This is an optimization exercise on Yosys and OpenROAD, whose aim is small area, not a production implementation.
At most, simulation tests tie the RTL to the original design; equivalence was not proved.
Power and IR drop assume default switching activity.

==> raven <==
## gf256_mul_pipe
module gf256_mul_pipe
#(
  parameter int         LANES = 16,
  parameter logic [8:0] POLY  = kuz_gf_pkg::KUZ_POLY
) (
  input  logic               clk,
  input  logic               rst,
  input  logic               in_valid,
  output logic               in_ready,
  input  logic [8*LANES-1:0] in_a,
  input  logic [8*LANES-1:0] in_b,
  output logic               out_valid,
  input  logic               out_ready,
  output logic [8*LANES-1:0] out_p
);
==> module gf256_mul_lane, before the edit <==
module gf256_mul_lane
#(
  parameter logic [8:0] POLY = kuz_gf_pkg::KUZ_POLY,
  parameter int         NB   = 2
) (
  input  logic            clk,
  input  logic            i_ld1_n,
  input  logic            i_val0_n,
  input  logic            i_ld2_n,
  input  logic            i_val1_n,
  input  logic            i_ld3_n,
  input  logic            i_val2_n,
  input  logic [8*NB-1:0] i_a,
  input  logic [8*NB-1:0] i_b,
  output logic [8*NB-1:0] o_p
);
  logic            w_en1;
  logic            w_en2;
  logic            w_en3;
  logic [8*NB-1:0] w_p0;
  logic [8*NB-1:0] r_p1;
  logic [8*NB-1:0] r_p2;
  logic [8*NB-1:0] r_p3;
  genvar gb;
  generate
    for (gb = 0; gb < NB; gb++) begin : g_byte
      gf256_mul_core u_mul (
        .a (i_a[8*gb +: 8]),
        .b (i_b[8*gb +: 8]),
        .p (w_p0[8*gb +: 8])
      );
    end : g_byte
  endgenerate
  assign w_en1 = !(i_ld1_n || i_val0_n);
  assign w_en2 = !(i_ld2_n || i_val1_n);
  assign w_en3 = !(i_ld3_n || i_val2_n);
  always_ff @(posedge clk) begin
    if (w_en1) begin
      r_p1 <= w_p0;
    end
    if (w_en2) begin
      r_p2 <= r_p1;
    end
    if (w_en3) begin
      r_p3 <= r_p2;
    end
  end
  assign o_p = r_p3;
endmodule
==> module gf256_mul_pipe, before the edit <==
module gf256_mul_pipe
#(
  parameter int         LANES = 16,
  parameter logic [8:0] POLY  = kuz_gf_pkg::KUZ_POLY
) (
  input  logic               clk,
  input  logic               rst,
  input  logic               in_valid,
  output logic               in_ready,
  input  logic [8*LANES-1:0] in_a,
  input  logic [8*LANES-1:0] in_b,
  output logic               out_valid,
  input  logic               out_ready,
  output logic [8*LANES-1:0] out_p
);
  logic r_v1;
  logic r_v2;
  logic r_v3;
  logic w_ld1;
  logic w_ld2;
  logic w_ld3;
  logic [8*LANES-1:0] w_p3;
  assign w_ld3 = !r_v3 || out_ready;
  assign w_ld2    = !r_v2 || w_ld3;
  assign w_ld1    = !r_v1 || w_ld2;
  assign in_ready = w_ld1;
  always_ff @(posedge clk or posedge rst) begin
    if (rst) begin
      r_v1 <= 1'b0;
      r_v2 <= 1'b0;
      r_v3 <= 1'b0;
    end else begin
      if (w_ld1) begin
        r_v1 <= in_valid;
      end
      if (w_ld2) begin
        r_v2 <= r_v1;
      end
      if (w_ld3) begin
        r_v3 <= r_v2;
      end
    end
  end
  localparam int LANE_GRP = 2;
  genvar gi;
  generate
    for (gi = 0; gi < LANES / LANE_GRP; gi++) begin : g_lane
      gf256_mul_lane #(
        .POLY (POLY),
        .NB   (LANE_GRP)
      ) u_lane (
        .clk   (clk),
        .i_ld1_n  (!w_ld1),
        .i_val0_n (!in_valid),
        .i_ld2_n  (!w_ld2),
        .i_val1_n (!r_v1),
        .i_ld3_n  (!w_ld3),
        .i_val2_n (!r_v2),
        .i_a   (in_a[8*LANE_GRP*gi +: 8*LANE_GRP]),
        .i_b   (in_b[8*LANE_GRP*gi +: 8*LANE_GRP]),
        .o_p   (w_p3[8*LANE_GRP*gi +: 8*LANE_GRP])
      );
    end : g_lane
  endgenerate
  assign out_valid = r_v3;
  assign out_p     = w_p3;
endmodule
==> flow/config.mk <==
export PLATFORM = sky130hd
export DESIGN_NAME = gf256_mul_pipe
export DESIGN_NICKNAME = gf256_mul_pipe
export VERILOG_FILES = /design/flow/design.v
export SDC_FILE = /design/flow/constraint.sdc
export NUM_CORES = 4
export LEC_CHECK = 0
export CAP_MARGIN = 20
export CELL_PAD_IN_SITES_DETAIL_PLACEMENT = 0
export CELL_PAD_IN_SITES_GLOBAL_PLACEMENT = 0
export CORE_MARGIN = 2
export CORE_UTILIZATION = 70
export CTS_BUF_LIST = sky130_fd_sc_hd__clkbuf_4
export GPL_TIMING_DRIVEN = 0
export PLACE_DENSITY = 0.8
export SLEW_MARGIN = 20
export SYNTH_HIERARCHICAL = 1
export SYNTH_MINIMUM_KEEP_SIZE = 0
==> flow/constraint.sdc <==
create_clock -name core_clock -period 4.0 [get_ports {clk}]
set_input_delay 0.8000 -clock core_clock [delete_from_list [all_inputs] [get_ports {clk}]]
set_output_delay 0.8000 -clock core_clock [all_outputs]
set_load 0.01 [all_outputs]
standard.sh (not shown) runs the stock make flow with config.mk's settings and CLKGATE_MAP_FILE= SYNTH_SCRIPT=/design/flow/synth_recipe.tcl, a recipe that flattens the netlist after the stock synthesis.
==> flow/flow/run.sh <==
#!/bin/bash
# Standard ORFS layout with three changes to how it is built:
#  - the port buffers use the smallest buffer cell (sky130_fd_sc_hd__buf_1)
#    instead of the delay buffer buffer_ports picks by default;
#  - the buffers ABC adds during synthesis are removed at floorplan;
#  - CTS inserts no dummy loads (clock buffers come from CTS_BUF_LIST).
set -euo pipefail
export BUFFER_PORTS_ARGS="-buffer_cell sky130_fd_sc_hd__buf_1"
export REMOVE_ABC_BUFFERS=1
export CTS_ARGS="-sink_clustering_enable -repair_clock_nets -buf_list sky130_fd_sc_hd__clkbuf_4 -sink_clustering_size 10 -sink_clustering_max_diameter 40 -dont_use_dummy_load"
bash standard.sh "BUFFER_PORTS_ARGS=$BUFFER_PORTS_ARGS" "REMOVE_ABC_BUFFERS=$REMOVE_ABC_BUFFERS" "CTS_ARGS=$CTS_ARGS" finish > make_finish.log 2>&1
==> nickel: changes against raven <==
--- a/flow/design.v
+++ b/flow/design.v
@@ -47,45 +47,39 @@
     gf_mul_ref = acc;
   endfunction
 endpackage
 `default_nettype wire
 `default_nettype none
 module gf256_mul_lane
 #(
-  parameter logic [8:0] POLY = kuz_gf_pkg::KUZ_POLY,
-  parameter int         NB   = 2
+  parameter logic [8:0] POLY = kuz_gf_pkg::KUZ_POLY
 ) (
-  input  logic            clk,
-  input  logic            i_ld1_n,
-  input  logic            i_val0_n,
-  input  logic            i_ld2_n,
-  input  logic            i_val1_n,
-  input  logic            i_ld3_n,
-  input  logic            i_val2_n,
-  input  logic [8*NB-1:0] i_a,
-  input  logic [8*NB-1:0] i_b,
-  output logic [8*NB-1:0] o_p
+  input  logic     clk,
+  input  logic     i_ld1_n,
+  input  logic     i_val0_n,
+  input  logic     i_ld2_n,
+  input  logic     i_val1_n,
+  input  logic     i_ld3_n,
+  input  logic     i_val2_n,
+  input  kuz_gf_pkg::gf_byte_t i_a,
+  input  kuz_gf_pkg::gf_byte_t i_b,
+  output kuz_gf_pkg::gf_byte_t o_p
 );
-  logic            w_en1;
-  logic            w_en2;
-  logic            w_en3;
-  logic [8*NB-1:0] w_p0;
-  logic [8*NB-1:0] r_p1;
-  logic [8*NB-1:0] r_p2;
-  logic [8*NB-1:0] r_p3;
-  genvar gb;
-  generate
-    for (gb = 0; gb < NB; gb++) begin : g_byte
-      gf256_mul_core u_mul (
-        .a (i_a[8*gb +: 8]),
-        .b (i_b[8*gb +: 8]),
-        .p (w_p0[8*gb +: 8])
-      );
-    end : g_byte
-  endgenerate
+  logic       w_en1;
+  logic       w_en2;
+  logic       w_en3;
+  kuz_gf_pkg::gf_byte_t w_p0;
+  kuz_gf_pkg::gf_byte_t r_p1;
+  kuz_gf_pkg::gf_byte_t r_p2;
+  kuz_gf_pkg::gf_byte_t r_p3;
+  gf256_mul_core u_mul (
+    .a (i_a),
+    .b (i_b),
+    .p (w_p0)
+  );
   assign w_en1 = !(i_ld1_n || i_val0_n);
   assign w_en2 = !(i_ld2_n || i_val1_n);
   assign w_en3 = !(i_ld3_n || i_val2_n);
   always_ff @(posedge clk) begin
     if (w_en1) begin
       r_p1 <= w_p0;
     end
@@ -99,15 +93,15 @@
   assign o_p = r_p3;
 endmodule
 module gf256_mul_core (
   input  logic [7:0] a,
   input  logic [7:0] b,
   output logic [7:0] p
 );
-  logic am0, bm0, am1, bm1, am2, bm2, am3, bm3, pL00, pL01, pL02, pL03, pL10, pL11, pL12, pL13, pL20, pL21, pL22, pL23, pL30, pL31, pL32, pL33, cL1_0, cL2_0, cL2_1, cL3_0, cL3_1, cL3_2, cL4_0, cL4_1, cL5_0, pH00, pH01, pH02, pH03, pH10, pH11, pH12, pH13, pH20, pH21, pH22, pH23, pH30, pH31, pH32, pH33, cH1_0, cH2_0, cH2_1, cH3_0, cH3_1, cH3_2, cH4_0, cH4_1, cH5_0, pM00, pM01, pM02, pM03, pM10, pM11, pM12, pM13, pM20, pM21, pM22, pM23, pM30, pM31, pM32, pM33, cM1_0, cM2_0, cM2_1, cM3_0, cM3_1, cM3_2, cM4_0, cM4_1, cM5_0, s0, s1, s2, s3, s4, s5, s6, s7, s8, s9, s10, s11, s12, s13, s14, s15, s16, s17, s18, s19, s20, s21, s22, s23, s24, s25, s26, s27, s28, s29;
+  logic am0, bm0, am1, bm1, am2, bm2, am3, bm3, pL00, pL01, pL02, pL03, pL10, pL11, pL12, pL13, pL20, pL21, pL22, pL23, pL30, pL31, pL32, pL33, cL1_0, cL2_0, cL2_1, cL3_0, cL3_1, cL3_2, cL4_0, cL4_1, cL5_0, pH00, pH01, pH02, pH03, pH10, pH11, pH12, pH13, pH20, pH21, pH22, pH23, pH30, pH31, pH32, pH33, cH1_0, cH2_0, cH2_1, cH3_0, cH3_1, cH3_2, cH4_0, cH4_1, cH5_0, pM00, pM01, pM02, pM03, pM10, pM11, pM12, pM13, pM20, pM21, pM22, pM23, pM30, pM31, pM32, pM33, cM1_0, cM2_0, cM2_1, cM3_0, cM3_1, cM3_2, cM4_0, cM4_1, cM5_0, s0, s1, s2, s3, s4, s5, s6, s7, s8, s9, s10, s11, s12, s13, s14, s15, s16, s17, s18, s19, s20, s21, s22, s23, s24, s25, s26, s27, s28, s29, s30;
   gf_xor2 u0 (.a(a[0]), .b(a[4]), .y(am0));
   gf_xor2 u1 (.a(b[0]), .b(b[4]), .y(bm0));
   gf_xor2 u2 (.a(a[1]), .b(a[5]), .y(am1));
   gf_xor2 u3 (.a(b[1]), .b(b[5]), .y(bm1));
   gf_xor2 u4 (.a(a[2]), .b(a[6]), .y(am2));
   gf_xor2 u5 (.a(b[2]), .b(b[6]), .y(bm2));
   gf_xor2 u6 (.a(a[3]), .b(a[7]), .y(am3));
@@ -186,49 +180,50 @@
   gf_xor2 u79 (.a(cM3_0), .b(cM3_1), .y(cM3_2));
   gf_xor2 u80 (.a(pM13), .b(pM22), .y(cM4_0));
   gf_xor2 u81 (.a(pM31), .b(cM4_0), .y(cM4_1));
   gf_xor2 u82 (.a(pM23), .b(pM32), .y(cM5_0));
   gf_xor2 u83 (.a(cH5_0), .b(pH33), .y(s0));
   gf_xor2 u84 (.a(cL4_1), .b(pH00), .y(s1));
   gf_xor2 u85 (.a(cL5_0), .b(cH1_0), .y(s2));
-  gf_xor2 u86 (.a(cM4_1), .b(s1), .y(s3));
+  gf_xor2 u86 (.a(cH3_2), .b(s1), .y(s3));
   gf_xor2 u87 (.a(pL33), .b(cH2_1), .y(s4));
-  gf_xor2 u88 (.a(cH3_2), .b(s0), .y(s5));
-  gf_xor2 u89 (.a(s3), .b(s5), .y(s6));
-  gf_xor2 u90 (.a(cH4_1), .b(pM33), .y(s7));
-  gf_xor2 u91 (.a(s4), .b(s6), .y(s8));
+  gf_xor2 u88 (.a(cH4_1), .b(s0), .y(s5));
+  gf_xor2 u89 (.a(pM33), .b(s4), .y(s6));
+  gf_xor2 u90 (.a(s5), .b(s6), .y(s7));
+  gf_xor2 u91 (.a(cL3_2), .b(s7), .y(s8));
   gf_xor2 u92 (.a(cM5_0), .b(s2), .y(s9));
-  gf_xor2 u93 (.a(pL00), .b(s6), .y(s10));
-  gf_xor2 u94 (.a(s9), .b(s10), .y(s11));
+  gf_xor2 u93 (.a(cM4_1), .b(s3), .y(s10));
+  gf_xor2 u94 (.a(pL00), .b(s0), .y(s11));
   gf_xor2 u95 (.a(cL1_0), .b(pH33), .y(s12));
-  gf_xor2 u96 (.a(cL2_1), .b(s9), .y(s13));
-  gf_xor2 u97 (.a(s7), .b(s8), .y(s14));
-  gf_xor2 u98 (.a(s12), .b(s14), .y(s15));
-  gf_xor2 u99 (.a(cL3_2), .b(cH3_2), .y(s16));
-  gf_xor2 u100 (.a(s14), .b(s16), .y(s17));
-  gf_xor2 u101 (.a(s3), .b(s17), .y(s18));
-  gf_xor2 u102 (.a(cM3_2), .b(s17), .y(s19));
-  gf_xor2 u103 (.a(cM4_1), .b(s10), .y(s20));
-  gf_xor2 u104 (.a(pM00), .b(s20), .y(s21));
-  gf_xor2 u105 (.a(s2), .b(s12), .y(s22));
-  gf_xor2 u106 (.a(cH4_1), .b(cM1_0), .y(s23));
-  gf_xor2 u107 (.a(s22), .b(s23), .y(s24));
-  gf_xor2 u108 (.a(cM2_1), .b(s8), .y(s25));
-  gf_xor2 u109 (.a(cH5_0), .b(s13), .y(s26));
-  gf_xor2 u110 (.a(s25), .b(s26), .y(s27));
-  gf_xor2 u111 (.a(cH4_1), .b(s13), .y(s28));
-  gf_xor2 u112 (.a(s5), .b(s28), .y(s29));
-  assign p[0] = s11;
-  assign p[1] = s15;
-  assign p[2] = s29;
-  assign p[3] = s18;
-  assign p[4] = s21;
-  assign p[5] = s24;
-  assign p[6] = s27;
-  assign p[7] = s19;
+  gf_xor2 u96 (.a(s9), .b(s10), .y(s13));
+  gf_xor2 u97 (.a(s11), .b(s13), .y(s14));
+  gf_xor2 u98 (.a(pM00), .b(s3), .y(s15));
+  gf_xor2 u99 (.a(s11), .b(s15), .y(s16));
+  gf_xor2 u100 (.a(cH3_2), .b(s10), .y(s17));
+  gf_xor2 u101 (.a(cL2_1), .b(s13), .y(s18));
+  gf_xor2 u102 (.a(s7), .b(s10), .y(s19));
+  gf_xor2 u103 (.a(s12), .b(s19), .y(s20));
+  gf_xor2 u104 (.a(cM3_2), .b(s17), .y(s21));
+  gf_xor2 u105 (.a(s8), .b(s21), .y(s22));
+  gf_xor2 u106 (.a(s5), .b(s17), .y(s23));
+  gf_xor2 u107 (.a(s18), .b(s23), .y(s24));
+  gf_xor2 u108 (.a(cM1_0), .b(s12), .y(s25));
+  gf_xor2 u109 (.a(pH33), .b(cM2_1), .y(s26));
+  gf_xor2 u110 (.a(s18), .b(s26), .y(s27));
+  gf_xor2 u111 (.a(s4), .b(s27), .y(s28));
+  gf_xor2 u112 (.a(cH4_1), .b(s2), .y(s29));
+  gf_xor2 u113 (.a(s25), .b(s29), .y(s30));
+  assign p[0] = s14;
+  assign p[1] = s20;
+  assign p[2] = s24;
+  assign p[3] = s8;
+  assign p[4] = s16;
+  assign p[5] = s30;
+  assign p[6] = s28;
+  assign p[7] = s22;
 endmodule
 module gf_xor2 (input logic a, input logic b, output logic y);
   assign y = a ^ b;
 endmodule
 module gf_xnor2 (input logic a, input logic b, output logic y);
   assign y = ~(a ^ b);
 endmodule
@@ -279,32 +274,30 @@
         r_v2 <= r_v1;
       end
       if (w_ld3) begin
         r_v3 <= r_v2;
       end
     end
   end
-  localparam int LANE_GRP = 2;
   genvar gi;
   generate
-    for (gi = 0; gi < LANES / LANE_GRP; gi++) begin : g_lane
+    for (gi = 0; gi < LANES; gi++) begin : g_lane
       gf256_mul_lane #(
-        .POLY (POLY),
-        .NB   (LANE_GRP)
+        .POLY (POLY)
       ) u_lane (
         .clk   (clk),
         .i_ld1_n  (!w_ld1),
         .i_val0_n (!in_valid),
         .i_ld2_n  (!w_ld2),
         .i_val1_n (!r_v1),
         .i_ld3_n  (!w_ld3),
         .i_val2_n (!r_v2),
-        .i_a   (in_a[8*LANE_GRP*gi +: 8*LANE_GRP]),
-        .i_b   (in_b[8*LANE_GRP*gi +: 8*LANE_GRP]),
-        .o_p   (w_p3[8*LANE_GRP*gi +: 8*LANE_GRP])
+        .i_a   (in_a[8*gi +: 8]),
+        .i_b   (in_b[8*gi +: 8]),
+        .o_p   (w_p3[8*gi +: 8])
       );
     end : g_lane
   endgenerate
   assign out_valid = r_v3;
   assign out_p     = w_p3;
 endmodule
 `default_nettype wire
==> amber: changes against raven <==
--- a/flow/design.v
+++ b/flow/design.v
@@ -47,45 +47,39 @@
     gf_mul_ref = acc;
   endfunction
 endpackage
 `default_nettype wire
 `default_nettype none
 module gf256_mul_lane
 #(
-  parameter logic [8:0] POLY = kuz_gf_pkg::KUZ_POLY,
-  parameter int         NB   = 2
+  parameter logic [8:0] POLY = kuz_gf_pkg::KUZ_POLY
 ) (
-  input  logic            clk,
-  input  logic            i_ld1_n,
-  input  logic            i_val0_n,
-  input  logic            i_ld2_n,
-  input  logic            i_val1_n,
-  input  logic            i_ld3_n,
-  input  logic            i_val2_n,
-  input  logic [8*NB-1:0] i_a,
-  input  logic [8*NB-1:0] i_b,
-  output logic [8*NB-1:0] o_p
+  input  logic     clk,
+  input  logic     i_ld1_n,
+  input  logic     i_val0_n,
+  input  logic     i_ld2_n,
+  input  logic     i_val1_n,
+  input  logic     i_ld3_n,
+  input  logic     i_val2_n,
+  input  kuz_gf_pkg::gf_byte_t i_a,
+  input  kuz_gf_pkg::gf_byte_t i_b,
+  output kuz_gf_pkg::gf_byte_t o_p
 );
-  logic            w_en1;
-  logic            w_en2;
-  logic            w_en3;
-  logic [8*NB-1:0] w_p0;
-  logic [8*NB-1:0] r_p1;
-  logic [8*NB-1:0] r_p2;
-  logic [8*NB-1:0] r_p3;
-  genvar gb;
-  generate
-    for (gb = 0; gb < NB; gb++) begin : g_byte
-      gf256_mul_core u_mul (
-        .a (i_a[8*gb +: 8]),
-        .b (i_b[8*gb +: 8]),
-        .p (w_p0[8*gb +: 8])
-      );
-    end : g_byte
-  endgenerate
+  logic       w_en1;
+  logic       w_en2;
+  logic       w_en3;
+  kuz_gf_pkg::gf_byte_t w_p0;
+  kuz_gf_pkg::gf_byte_t r_p1;
+  kuz_gf_pkg::gf_byte_t r_p2;
+  kuz_gf_pkg::gf_byte_t r_p3;
+  gf256_mul_core u_mul (
+    .a (i_a),
+    .b (i_b),
+    .p (w_p0)
+  );
   assign w_en1 = !(i_ld1_n || i_val0_n);
   assign w_en2 = !(i_ld2_n || i_val1_n);
   assign w_en3 = !(i_ld3_n || i_val2_n);
   always_ff @(posedge clk) begin
     if (w_en1) begin
       r_p1 <= w_p0;
     end
@@ -279,32 +273,30 @@
         r_v2 <= r_v1;
       end
       if (w_ld3) begin
         r_v3 <= r_v2;
       end
     end
   end
-  localparam int LANE_GRP = 2;
   genvar gi;
   generate
-    for (gi = 0; gi < LANES / LANE_GRP; gi++) begin : g_lane
+    for (gi = 0; gi < LANES; gi++) begin : g_lane
       gf256_mul_lane #(
-        .POLY (POLY),
-        .NB   (LANE_GRP)
+        .POLY (POLY)
       ) u_lane (
         .clk   (clk),
         .i_ld1_n  (!w_ld1),
         .i_val0_n (!in_valid),
         .i_ld2_n  (!w_ld2),
         .i_val1_n (!r_v1),
         .i_ld3_n  (!w_ld3),
         .i_val2_n (!r_v2),
-        .i_a   (in_a[8*LANE_GRP*gi +: 8*LANE_GRP]),
-        .i_b   (in_b[8*LANE_GRP*gi +: 8*LANE_GRP]),
-        .o_p   (w_p3[8*LANE_GRP*gi +: 8*LANE_GRP])
+        .i_a   (in_a[8*gi +: 8]),
+        .i_b   (in_b[8*gi +: 8]),
+        .o_p   (w_p3[8*gi +: 8])
       );
     end : g_lane
   endgenerate
   assign out_valid = r_v3;
   assign out_p     = w_p3;
 endmodule
 `default_nettype wire
==> summary.txt <==
Run status
  • Status: no timing/DRC/antenna violations

Floorplan
  • Die outline width: 193 um

Global route
  • Tot GR Track Use: 26.8%
  • Vias in the first global route: 16,100

Synthesis
  • Seq/Total Area, Yosys: 46.5%

Power and ir drop
  • Clock network power share: 12.0%

Cells and area
  • Most frequent cells in the layout: xor2_1 (1,008), nand2_1 (768), buf_1 (389)
(the above is from nickel)
==> summary.txt <==
Power and ir drop
  • Clock network power share: 11.1%

Global route
  • Vias in the first global route: 16,200
  • Tot GR Track Use: 27.3%

Floorplan
  • Die outline width: 192 um

Run status
  • Status: no timing/DRC/antenna violations

Synthesis
  • Seq/Total Area, Yosys: 46.8%
(the above is from amber)
==> summary.txt <==
Run status
  • Status: no timing/DRC/antenna violations

Synthesis
  • Seq/Total Area, Yosys: 46.9%

Power and ir drop
  • Clock network power share: 11.5%

Global route
  • Tot GR Track Use: 26.2%
(the above is from raven)
For raven, only the layout was checked, not whether the RTL still works.

-- afterwards: timing with drivers on the ports --
In the flow no input, the clock included, has a driving cell. The finished layouts below were timed again as built, in two steps.
Step 1 (the two cells are an assumption about what drives the block):
set clk [get_ports {clk}]
set_driving_cell -lib_cell sky130_fd_sc_hd__clkbuf_16 $clk
set_driving_cell -lib_cell sky130_fd_sc_hd__buf_2 [delete_from_list [all_inputs] $clk]
Step 2 moves the port delays by t, midway between the first and last clock arrival at a register: inputs arrive t later, outputs are due t later. That takes back most of the time a late clock gives input paths.
a / b / c = ideal ports / drivers / drivers and shift; a / b = the first two.
| run | t, ns | setup slack, ns | hold slack, ns |
|---|---|---|---|
| raven | 0.715 | 0.687 / 0.699 / -0.015 | 0.319 / 0.319 / 0.319 |
| nickel | 0.713 | 1.031 / 1.000 / 0.345 | 0.339 / 0.339 / 0.339 |
| amber | 0.666 | 0.604 / 0.624 / -0.043 | 0.388 / 0.388 / 0.388 |
With both steps, setup timing fails in raven and amber, where it was met with ideal ports. For raven, which loses most, drivers alone change the setup slack by +0.012 ns; drivers and shift together by -0.702 ns.
